Source: an optimization exercise on an open RTL-to-GDS flow (aim: small area, a short achievable clock period and few clock cycles per item). Production flows keep margins and buffers that such runs may drop.
Where RTL was checked, it was by simulation tests only, not by an equivalence proof against the original.

Setup of pepper:
// nearest_palette_color_unit
module nearest_palette_color_unit #(
  parameter int unsigned PALETTE_SIZE = 22
) (
  input  logic        clk_i,
  input  logic        rst_ni,
  input  logic        cfg_we_i,
  input  logic [21:0] cfg_wdata_i,
  input  logic        pixel_valid_i,
  output logic        pixel_ready_o,
  input  logic [31:0] pixel_word_i,
  output logic        result_valid_o,
  input  logic        result_ready_i,
  output logic [4:0]  color_index_o,
  output logic        none_enabled_o
);
For scale: about 3,600 cells after synthesis, ~410 flip-flops, roughly 67 I/O pins, about 0.026 mm2 of cells after synthesis.
clock: 5.5 ns
lec_check: 0
abc_area: 1
cap_margin: 20
core_margin: 2
core_utilization: 40
setup_slack_margin: 2.0
slew_margin: 20
run.sh (not shown) runs the stock make flow with config.mk's settings and CLKGATE_MAP_FILE= SYNTH_SCRIPT=/design/flow/synth_recipe.tcl, a recipe that flattens the netlist after the stock synthesis.
pepper: no failed stages, no open violations at the end
Testbench counts of pepper, summed over its fixed seeds: cycles 16,032, items 16,000.
Inputs modified between pepper and garnet:
Settings: SETUP_SLACK_MARGIN changed from 2.0 to 2.5.
--- outcome ---
The final layouts of pepper and garnet pass the timing, DRC and antenna checks.
[garnet] first-pass GRT wire length rose about 9% relative to pepper
Number of sinks driven by the clock tree came out exactly the same in pepper and garnet.
Against pepper as the reference, garnet delivers a lower clock buffer instance count of the final layout.
Comparing pepper against garnet, there is no change at all in count of input and output buffers.
pepper -> garnet: number of distinct library cells after synthesis delta 0, exact match

========
nearest_palette_color_unit, a different RTL version from the one above (not shown whole).
Size: roughly 480 flip-flops, about 0.027 mm² of cells after synthesis.
clock: 5.5 ns
lec_check: 0
abc_area: 1
cap_margin: 20
core_margin: 2
core_utilization: 40
cts_buf_list: sky130_fd_sc_hd__clkbuf_16
cts_cluster_diameter: 80
cts_cluster_size: 30
setup_slack_margin: 2.5
slew_margin: 20
Testbench counts at the start, summed over its fixed seeds: cycles 16,040, items 16,000.
Next try:
--- a/flow/config.mk
+++ b/flow/config.mk
@@ -12,5 +12,5 @@
 export CTS_BUF_LIST = sky130_fd_sc_hd__clkbuf_16
 export CTS_CLUSTER_DIAMETER = 80
-export CTS_CLUSTER_SIZE = 30
-export SETUP_SLACK_MARGIN = 2.5
+export CTS_CLUSTER_SIZE = 34
+export SETUP_SLACK_MARGIN = 2.6
 export SLEW_MARGIN = 20
Result: Routed wire length stays flat; sequential share of layout area drops by 0.25 points.
Next try:
--- a/flow/config.mk
+++ b/flow/config.mk
@@ -12,5 +12,5 @@
 export CTS_BUF_LIST = sky130_fd_sc_hd__clkbuf_16
 export CTS_CLUSTER_DIAMETER = 80
-export CTS_CLUSTER_SIZE = 34
+export CTS_CLUSTER_SIZE = 30
 export SETUP_SLACK_MARGIN = 2.6
 export SLEW_MARGIN = 20
The new run finished with timing, DRC and antenna clean. Design area came out lower slightly. Die area stays the same. Non-clock buffer count came out lower by 3. Cell count barely changes. Worst setup slack gets worse by 26 ps. Synthesized cell count does not change. Critical path depth came out higher by 6.
Next try:
--- a/flow/config.mk
+++ b/flow/config.mk
@@ -10,7 +10,4 @@
 export CORE_MARGIN = 2
 export CORE_UTILIZATION = 40
-export CTS_BUF_LIST = sky130_fd_sc_hd__clkbuf_16
-export CTS_CLUSTER_DIAMETER = 80
-export CTS_CLUSTER_SIZE = 30
-export SETUP_SLACK_MARGIN = 2.6
+export SETUP_SLACK_MARGIN = 2.5
 export SLEW_MARGIN = 20
Worst setup slack degrades by 60 ps.
Count of clock-buffer cells in the layout is higher by 46.
Non-clock buffer count fell by 7.

========
v4:
Starting RTL as in the previous note.
Settings: LEC_CHECK=0, ABC_AREA=1, CAP_MARGIN=20, CORE_MARGIN=2, CORE_UTILIZATION=40, SETUP_SLACK_MARGIN=2.6, SLEW_MARGIN=20, TNS_END_PERCENT=0; clock period 5.5 ns.
v4: PASS, flow complete, no timing, DRC or antenna violations
Testbench counts of v4, summed over its fixed seeds: cycles 16,040, items 16,000.
[inputs] v34 vs v4
Settings: a change of CORE_UTILIZATION from 40 to 35; an added CTS_CLUSTER_DIAMETER of 80; an added CTS_BUF_LIST of sky130_fd_sc_hd__clkbuf_16; an added CTS_CLUSTER_SIZE of 34; a deleted TNS_END_PERCENT that had been 0.
==> summary.txt <==
v34: clock skew 16 ps above v4
Status: cell area parity (v4, v34)
Sort v34 and v4 by worst-case hold slack, descending, and v34 comes first.
When the final numbers for v34 and v4 were put side by side, the portion of the clock cycle consumed by the worst path in the final layout turned out to be greater in v4.
The faster design of the two is v34; v4 tops out lower.
v34 has depth of the critical timing path with buffers and inverters included below what v4 had.
Modified inputs, v21 compared to v34
Settings: CORE_UTILIZATION now 40, was 35; CTS_BUF_LIST no longer set, was sky130_fd_sc_hd__clkbuf_16; CTS_CLUSTER_DIAMETER no longer set, was 80; CTS_CLUSTER_SIZE no longer set, was 34.
--- outcome ---
- Against v34, v21 comes in 0.44 points lower on data-path buffer share of cell area in the final layout.
- Compared v21 against v34; via count within noise.
- Summary of v21 over v34: setup slack saw little to no change, number of buffers inserted during clock tree synthesis increased 74%.
The following lists how v39 was set up differently from v21:
Settings: a change of SETUP_SLACK_MARGIN from 2.6 to 2.7; an added CTS_CLUSTER_DIAMETER of 80; an added CTS_CLUSTER_SIZE of 30; an added CTS_BUF_LIST of sky130_fd_sc_hd__clkbuf_16.
- Setup slack: v39 and v21 compared, lower one is v39
- Sort v39 and v21 by clock-buffer cell count asc -> top: v39
- Comparing number of buffers inserted to repair setup after CTS for v39 and v21, the bigger number came from v39.
- Per the comparison of v39 with v21, sequential share of layout area decreased by 0.53 points relative to the old numbers.
- Routed wire length is higher on v39
- v39 falls short of v21 in maximum achievable frequency.
- Summary of v39 over v21: total die area has remained practically unchanged; critical path depth lower.

========
Starting RTL as in the previous note.
clock: 5.5 ns
lec_check: 0
abc_area: 1
cap_margin: 20
core_margin: 2
core_utilization: 40
cts_buf_list: sky130_fd_sc_hd__clkbuf_16
cts_cluster_diameter: 80
cts_cluster_size: 32
setup_slack_margin: 2.6
slew_margin: 20
Testbench counts at the start, summed over its fixed seeds: cycles 16,040, items 16,000.
Next try:
Settings changed: CORE_UTILIZATION 40 to 45, CTS_CLUSTER_SIZE 32 to 34.
Die area went down by roughly a tenth. Utilization grows by 5.9 points. Synthesized area is unchanged. Setup slack got worse by 0.021 ns. Final area climbs slightly. Routed wire length goes up slightly. Non-clock buffer count went up by 10. First-iteration DRC count rises by a few percent. Via count climbs slightly.
Next try:
Settings changed: CAP_MARGIN 20 to 10, CORE_UTILIZATION 45 to 40, CTS_CLUSTER_SIZE 34 to 30, SLEW_MARGIN 20 to 10.
=> Worst setup slack improved by 0.018 ns; count of clock-buffer cells in the layout drops by 2; worst hold slack barely changes; cell area shrinks by 1.1%; area after synthesis does not change; global-route usage drops by 2.8 points.
Next try:
Settings changed: CAP_MARGIN 10 to 20, CTS_CLUSTER_SIZE 30 to 38, SLEW_MARGIN 10 to 20.
Routed wire length went up by 0.41%.
Utilization went up by 0.38 points.
Global-route usage hardly moves.
Design area went up by 0.84%.
Critical path depth is unchanged.

========
== job 1735 ==
Another version of the RTL of nearest_palette_color_unit (not shown whole).
Size in the first run: roughly 3,700 cells after synthesis, roughly 530 flip-flops, ~67 I/O pins, roughly 28,000 um2 of cells after synthesis.
==> flow/config.mk <==
export PLATFORM = sky130hd
export DESIGN_NAME = nearest_palette_color_unit
export DESIGN_NICKNAME = nearest_palette_color_unit
export VERILOG_FILES = /design/flow/design.v
export SDC_FILE = /design/flow/constraint.sdc
export NUM_CORES = 4
export LEC_CHECK = 0
export ABC_AREA = 1
export CAP_MARGIN = 20
export CORE_MARGIN = 2
export CORE_UTILIZATION = 40
export CTS_BUF_LIST = sky130_fd_sc_hd__clkbuf_16
export CTS_CLUSTER_DIAMETER = 80
export CTS_CLUSTER_SIZE = 30
export SETUP_SLACK_MARGIN = 2.6
export SLEW_MARGIN = 20
==> flow/constraint.sdc <==
create_clock -name core_clock -period 5.5 [get_ports {clk_i}]
set_input_delay 1.1000 -clock core_clock [delete_from_list [all_inputs] [get_ports {clk_i}]]
set_output_delay 1.1000 -clock core_clock [all_outputs]
set_load 0.01 [all_outputs]
#### Input delta (job 6232 over job 1735)
Settings: removing CTS_BUF_LIST (formerly sky130_fd_sc_hd__clkbuf_16); changing SETUP_SLACK_MARGIN from 2.6 to 2.5; removing CTS_CLUSTER_DIAMETER (formerly 80); removing CTS_CLUSTER_SIZE (formerly 30).
Job 6232: post-route fraction of the period consumed by the critical path is 0.19 points higher than what job 1735 reported.
Changes observed in job 6232 relative to job 1735: layout overhead on the synthesized area went up by 2.6 points, design area up 2.4%.
For via count of the routed design, job 1735 and job 6232 come out practically identical.
There was hardly any difference in non-clock inverter total of the final layout between job 6232 and job 1735.
Compared to job 1735, job 6232 has via count of the first global-routing pass 1.4% higher.
Note that the number of CTS-inserted buffers recorded for job 1735 amounts to 0.52 times the value seen in job 6232.
There was hardly any difference in register-to-register slack between job 1735 and job 6232.
Job 6232: global-route usage higher than job 1735
Inputs modified between job 6232 and job 314:
Settings: SETUP_SLACK_MARGIN changed from 2.5 to 2.7.
==> comparison <==
- Delta (job 314 minus job 6232): period utilization -2.4 points, count of buffers not belonging to the clock network in the layout +about 50%, multi-input gate area in the final layout +about 4.6%, routed length per instance +1.9%.
- Delta (job 314 minus job 6232): sequential share of layout area now sits lower; setup slack has increased; final cell count rose by 58; post-layout instance area +3.6%; total global-route track usage about even.
Relative to job 314, the following input files were edited for job 2082:
Settings: swapping 2.7 for 2.6 in SETUP_SLACK_MARGIN.
==> summary.txt <==
As of job 2082, summed area of non-filler cells in the final layout had fallen by a few percent compared to job 314.
In terms of worst hold-check slack, job 2082 and job 314 differ only marginally.
Of job 314 and job 2082, the run reporting the lower number of gates given a new drive strength after cts was job 2082.
For aggregate global-route resource usage, job 2082 and job 314 come out practically identical.
Non-clock buffer count, job 2082 vs job 314: down by more than 10%
Compared with job 314, job 2082 shows a lower worst-case setup margin in the final layout.
diff inputs: job 2082 => job 1697
Settings: CTS_CLUSTER_DIAMETER newly set to 80; CTS_CLUSTER_SIZE newly set to 34; CTS_BUF_LIST newly set to sky130_fd_sc_hd__clkbuf_16.
### Flow results
- [compare] base=job 2082 new=job 1697: met1 track demand over resource in global routing closely matched the old numbers, number of remaining DRC errors closely matched the old numbers, total via count in the routed design decreased by 214 relative to the old numbers, fraction of met2 tracks used by global routing decreased by 0.17 points relative to the old numbers, final wirelength decreased by 1.6% relative to the old numbers.
- Job 1697 has length in cells of the worst reg-to-reg path below what job 2082 had.
- Number of global-route vias before repair went down slightly going from job 2082 to job 1697.
Function was not checked in any run of this note: the RTL went through the layout flow alone.

========
nearest_palette_color_unit, a different RTL version from the one above (not shown whole).
Size in the first run: about 3,700 cells after synthesis, about 490 flip-flops, about 67 I/O pins, roughly 0.028 sq mm of cells after synthesis.
Settings: LEC_CHECK=0, ABC_AREA=1, CAP_MARGIN=20, CORE_MARGIN=2, CORE_UTILIZATION=60, SETUP_SLACK_MARGIN=2.6, SLEW_MARGIN=20; clock period 5.5 ns.
Change:
Settings changed: CORE_UTILIZATION 60 to 40, SETUP_SLACK_MARGIN 2.6 to 2.5.
What happened:
- The changed run ran to the end with no violations
- final cell count rises by 7.1%
- hold slack hardly moves
- register-to-register slack degrades by 0.03 ns
- worst setup slack gets worse by 0.031 ns
- maximum frequency decreases by 1.1%
- via count decreases by 5.0%
- clock-buffer cell count shrinks by 8
- area after synthesis does not change
- first-iteration DRC count fell by 23%
No functional check of the RTL was part of any run of this note.

========
Another version of the RTL of nearest_palette_color_unit (not shown whole).
Size in the first run: about 3200 cells after synthesis, about 67 I/O pins, about 23000 µm² of cells after synthesis.
// nearest_palette_color_unit
module nearest_palette_color_unit #(
  parameter int unsigned PALETTE_SIZE = 22
) (
  input  logic        clk_i,
  input  logic        rst_ni,
  input  logic        cfg_we_i,
  input  logic [21:0] cfg_wdata_i,
  input  logic        pixel_valid_i,
  output logic        pixel_ready_o,
  input  logic [31:0] pixel_word_i,
  output logic        result_valid_o,
  input  logic        result_ready_i,
  output logic [4:0]  color_index_o,
  output logic        none_enabled_o
);
clock: 5.5 ns
lec_check: 0
abc_area: 1
abc_clock_period_in_ps: 3500
cap_margin: 20
core_margin: 2
core_utilization: 40
setup_slack_margin: 1.5
slew_margin: 20
Then changed:
ABC_CLOCK_PERIOD_IN_PS = 4000   (was 3500)
SETUP_SLACK_MARGIN = default   (was 1.5)
The new run finished with timing, DRC and antenna clean.
Synthesized area stays the same.
Routed wire length came out lower by 10%.
Non-clock buffer count came out lower by 177.
Die area stays the same.
Maximum frequency came out lower by about 13%.
Synthesized cell count does not change.
No functional check of the RTL was part of any run of this note.

========
Another version of the RTL of nearest_palette_color_unit (not shown whole).
Size: roughly 2,600 cells after synthesis, roughly 290 flip-flops, roughly 67 I/O pins.
clock: 5.5 ns
lec_check: 0
cap_margin: 20
core_margin: 2
core_utilization: 40
slew_margin: 20
The starting point finished clean.
Rerun with:
--- a/flow/config.mk
+++ b/flow/config.mk
@@ -6,6 +6,8 @@
 export NUM_CORES = 4
 export LEC_CHECK = 0
+export ABC_CLOCK_PERIOD_IN_PS = 3000
 export CAP_MARGIN = 20
 export CORE_MARGIN = 2
 export CORE_UTILIZATION = 40
+export SETUP_SLACK_MARGIN = 2.5
 export SLEW_MARGIN = 20
=>
- routed wire length increases by roughly a tenth
- non-clock buffer count grows by 269
- cell count grows by a little under a tenth
- flip-flop and latch count stays the same
- worst setup slack is better by 0.38 ns
- clock skew barely changes
- hold slack degrades by 0.0094 ns
- design area grows by about a fifth
- die area stays the same
Function was not checked in any run of this note: the RTL went through the layout flow alone.

========
nearest_palette_color_unit with an RTL version that a note above also has.
Size: ~3700 cells after synthesis, about 490 flip-flops, roughly 67 I/O pins, about 28000 um^2 of cells after synthesis.
export LEC_CHECK = 0
export ABC_AREA = 1
export CAP_MARGIN = 20
export CORE_MARGIN = 2
export CORE_UTILIZATION = 40
export SETUP_SLACK_MARGIN = 2.2
export SLEW_MARGIN = 20
create_clock -name core_clock -period 5.5 [get_ports {clk_i}]
The baseline ran to the end with no violations.
==> next run, changes <==
Settings changed: SETUP_SLACK_MARGIN 2.2 to 2.8.
Worst setup slack improved by 390 ps.
Sequential cell count stays the same.
Utilization climbs by 4.5 points.
Critical path depth climbs by 6.
Final area climbs by roughly a tenth.
Global-route usage climbs by 0.50 points.
Fmax climbs by about a fifth.
Synthesized area does not change.
Die area does not change.
==> next run, changes <==
Settings changed: SETUP_SLACK_MARGIN 2.8 to 2.6.
After rerunning: The changed run completed without violations. Synthesized area is unchanged. Cell area goes down by a few percent. Maximum frequency goes down by a few percent. First-iteration DRC count goes down slightly. Setup slack degrades by 76 ps.
No run of this note included a check of the RTL's function; only the layout flow was run.

========
RTL: one of the versions met above, not the one the previous note started from.
Size in the first run: ~67 I/O pins, about 0.026 mm² of cells after synthesis.
==> flow/design.v (excerpt) <==
module nearest_palette_color_unit #(
  parameter int unsigned PALETTE_SIZE = 22
) (
  input  logic        clk_i,
  input  logic        rst_ni,
  input  logic        cfg_we_i,
  input  logic [21:0] cfg_wdata_i,
  input  logic        pixel_valid_i,
  output logic        pixel_ready_o,
  input  logic [31:0] pixel_word_i,
  output logic        result_valid_o,
  input  logic        result_ready_i,
  output logic [4:0]  color_index_o,
  output logic        none_enabled_o
);
  function automatic logic [1:0] cmp_join(input logic [1:0] hi, input logic [1:0] lo);
    cmp_join = {hi[1] | (hi[0] & lo[1]), hi[1] | (hi[0] & lo[0])};
  endfunction
  function automatic logic ge_key(input logic [11:0] x, input logic [11:0] y);
    logic [23:0] p;
    logic [23:0] q;
    q = '0;
    for (int k = 0; k < 12; k++) p[2*k +: 2] = {x[k] & ~y[k], x[k] | ~y[k]};
    q[0 +: 2] = cmp_join(p[2 +: 2], p[0 +: 2]);
    q[2 +: 2] = cmp_join(p[6 +: 2], p[4 +: 2]);
    q[4 +: 2] = cmp_join(p[10 +: 2], p[8 +: 2]);
    q[6 +: 2] = cmp_join(p[14 +: 2], p[12 +: 2]);
    q[8 +: 2] = cmp_join(p[18 +: 2], p[16 +: 2]);
    q[10 +: 2] = cmp_join(p[22 +: 2], p[20 +: 2]);
    p[0 +: 2] = cmp_join(q[2 +: 2], q[0 +: 2]);
    p[2 +: 2] = cmp_join(q[6 +: 2], q[4 +: 2]);
    p[4 +: 2] = cmp_join(q[10 +: 2], q[8 +: 2]);
    q[0 +: 2] = cmp_join(p[2 +: 2], p[0 +: 2]);
    q[2 +: 2] = p[4 +: 2];
    p[0 +: 2] = cmp_join(q[2 +: 2], q[0 +: 2]);
    ge_key = p[0];
  endfunction
  logic [21:0] enable_mask_q;
  always_ff @(posedge clk_i or negedge rst_ni) begin
    if (!rst_ni) enable_mask_q <= 22'h3fffff;
    else if (cfg_we_i) enable_mask_q <= cfg_wdata_i;
  end
  logic ready_q;
  logic take_px;
  assign pixel_ready_o = ready_q;
  ...
Settings: LEC_CHECK=0, ABC_AREA=1, CAP_MARGIN=20, CORE_MARGIN=2, CORE_UTILIZATION=40, SETUP_SLACK_MARGIN=1.5, SLEW_MARGIN=20; clock period 5.5 ns.
The starting point completed without violations.
Testbench counts at the start, summed over its fixed seeds: cycles 16,032, items 16,000.
Next try:
Settings changed: SETUP_SLACK_MARGIN 1.5 to unset.
Outcome: The changed run completed without violations. First-iteration DRC count decreases by 1.5%. Setup slack degrades by 570 ps.

==> re-timing with driven ports <==
Ports are ideal in the flow. The routed layouts listed here were re-timed in OpenROAD. Step 1, drivers: a clkbuf_16 drives clk_i and a buf_2 each remaining input, both assumed. Step 2 moves the port delays by t, midway between the first and last clock arrival at a register: inputs arrive t later, outputs are due t later. That takes back most of the time a late clock gives input paths. Three values: ideal ports, drivers, drivers and shift; two values: the first two.
run	t, ns	slack for setup (ns)	clock arrival spread, ns	slew at the worst register clock pin (ns)	worst slew at a driven data input, ns
pepper	0.645	2.157 / 2.157 / 2.157	0.025 / 0.025	0.06 / 0.06	0.05
garnet	0.658	2.221 / 2.221 / 2.221	0.025 / 0.024	0.06 / 0.06	0.06
the first run of note 2	0.683	2.618 / 2.618 / 2.158	0.039 / 0.039	0.11 / 0.11	0.05
the second run of note 2	0.672	2.686 / 2.686 / 2.197	0.048 / 0.048	0.12 / 0.12	0.06
the third run of note 2	0.666	2.660 / 2.660 / 2.201	0.055 / 0.055	0.11 / 0.11	0.06
the fourth run of note 2	0.663	2.600 / 2.600 / 2.174	0.027 / 0.027	0.07 / 0.07	0.05
v4	0.673	2.574 / 2.574 / 2.193	0.029 / 0.029	0.07 / 0.07	0.06
v34	0.685	2.667 / 2.667 / 2.172	0.046 / 0.045	0.12 / 0.12	0.04
v21	0.671	2.666 / 2.666 / 2.157	0.027 / 0.026	0.06 / 0.06	0.06
v39	0.683	2.649 / 2.649 / 2.263	0.029 / 0.029	0.11 / 0.11	0.05
the first run of note 4	0.670	2.663 / 2.663 / 2.198	0.055 / 0.056	0.11 / 0.11	0.06
the second run of note 4	0.674	2.642 / 2.642 / 2.146	0.038 / 0.037	0.11 / 0.11	0.07
the third run of note 4	0.666	2.660 / 2.660 / 2.201	0.055 / 0.055	0.11 / 0.11	0.06
the fourth run of note 4	0.671	2.669 / 2.669 / 2.187	0.050 / 0.050	0.13 / 0.13	0.06
job 1735	0.671	2.657 / 2.657 / 2.225	0.021 / 0.021	0.11 / 0.11	0.05
job 6232	0.670	2.647 / 2.647 / 2.229	0.020 / 0.020	0.06 / 0.06	0.05
job 314	0.667	2.781 / 2.781 / 2.308	0.018 / 0.018	0.06 / 0.06	0.05
job 2082	0.663	2.727 / 2.727 / 2.344	0.015 / 0.014	0.06 / 0.06	0.05
job 1697	0.678	2.659 / 2.659 / 2.229	0.023 / 0.023	0.11 / 0.11	0.05
the first run of note 6	0.666	2.612 / 2.612 / 2.252	0.039 / 0.038	0.07 / 0.07	0.04
the second run of note 6	0.661	2.581 / 2.581 / 2.218	0.027 / 0.027	0.07 / 0.07	0.05
the first run of note 7	0.607	1.179 / 1.179 / 1.075	0.021 / 0.021	0.06 / 0.06	0.04
the second run of note 7	0.611	0.559 / 0.559 / 0.423	0.037 / 0.036	0.06 / 0.06	0.04
the first run of note 8	0.615	0.233 / 0.233 / 0.233	0.029 / 0.029	0.07 / 0.07	0.04
the second run of note 8	0.605	0.610 / 0.610 / 0.610	0.028 / 0.028	0.06 / 0.06	0.04
the first run of note 9	0.659	2.331 / 2.331 / 1.904	0.029 / 0.030	0.07 / 0.07	0.05
the second run of note 9	0.665	2.722 / 2.722 / 2.392	0.022 / 0.023	0.07 / 0.07	0.04
the third run of note 9	0.666	2.647 / 2.647 / 2.241	0.030 / 0.030	0.07 / 0.07	0.05
the first run of note 10	0.644	1.857 / 1.857 / 1.857	0.025 / 0.026	0.06 / 0.06	0.05
the second run of note 10	0.645	1.282 / 1.282 / 1.282	0.027 / 0.027	0.06 / 0.06	0.05
After both steps every run listed still meets setup and hold. The setup slack of v21, which loses most, moves by 0.000 ns with the drivers and by -0.509 ns with both steps.
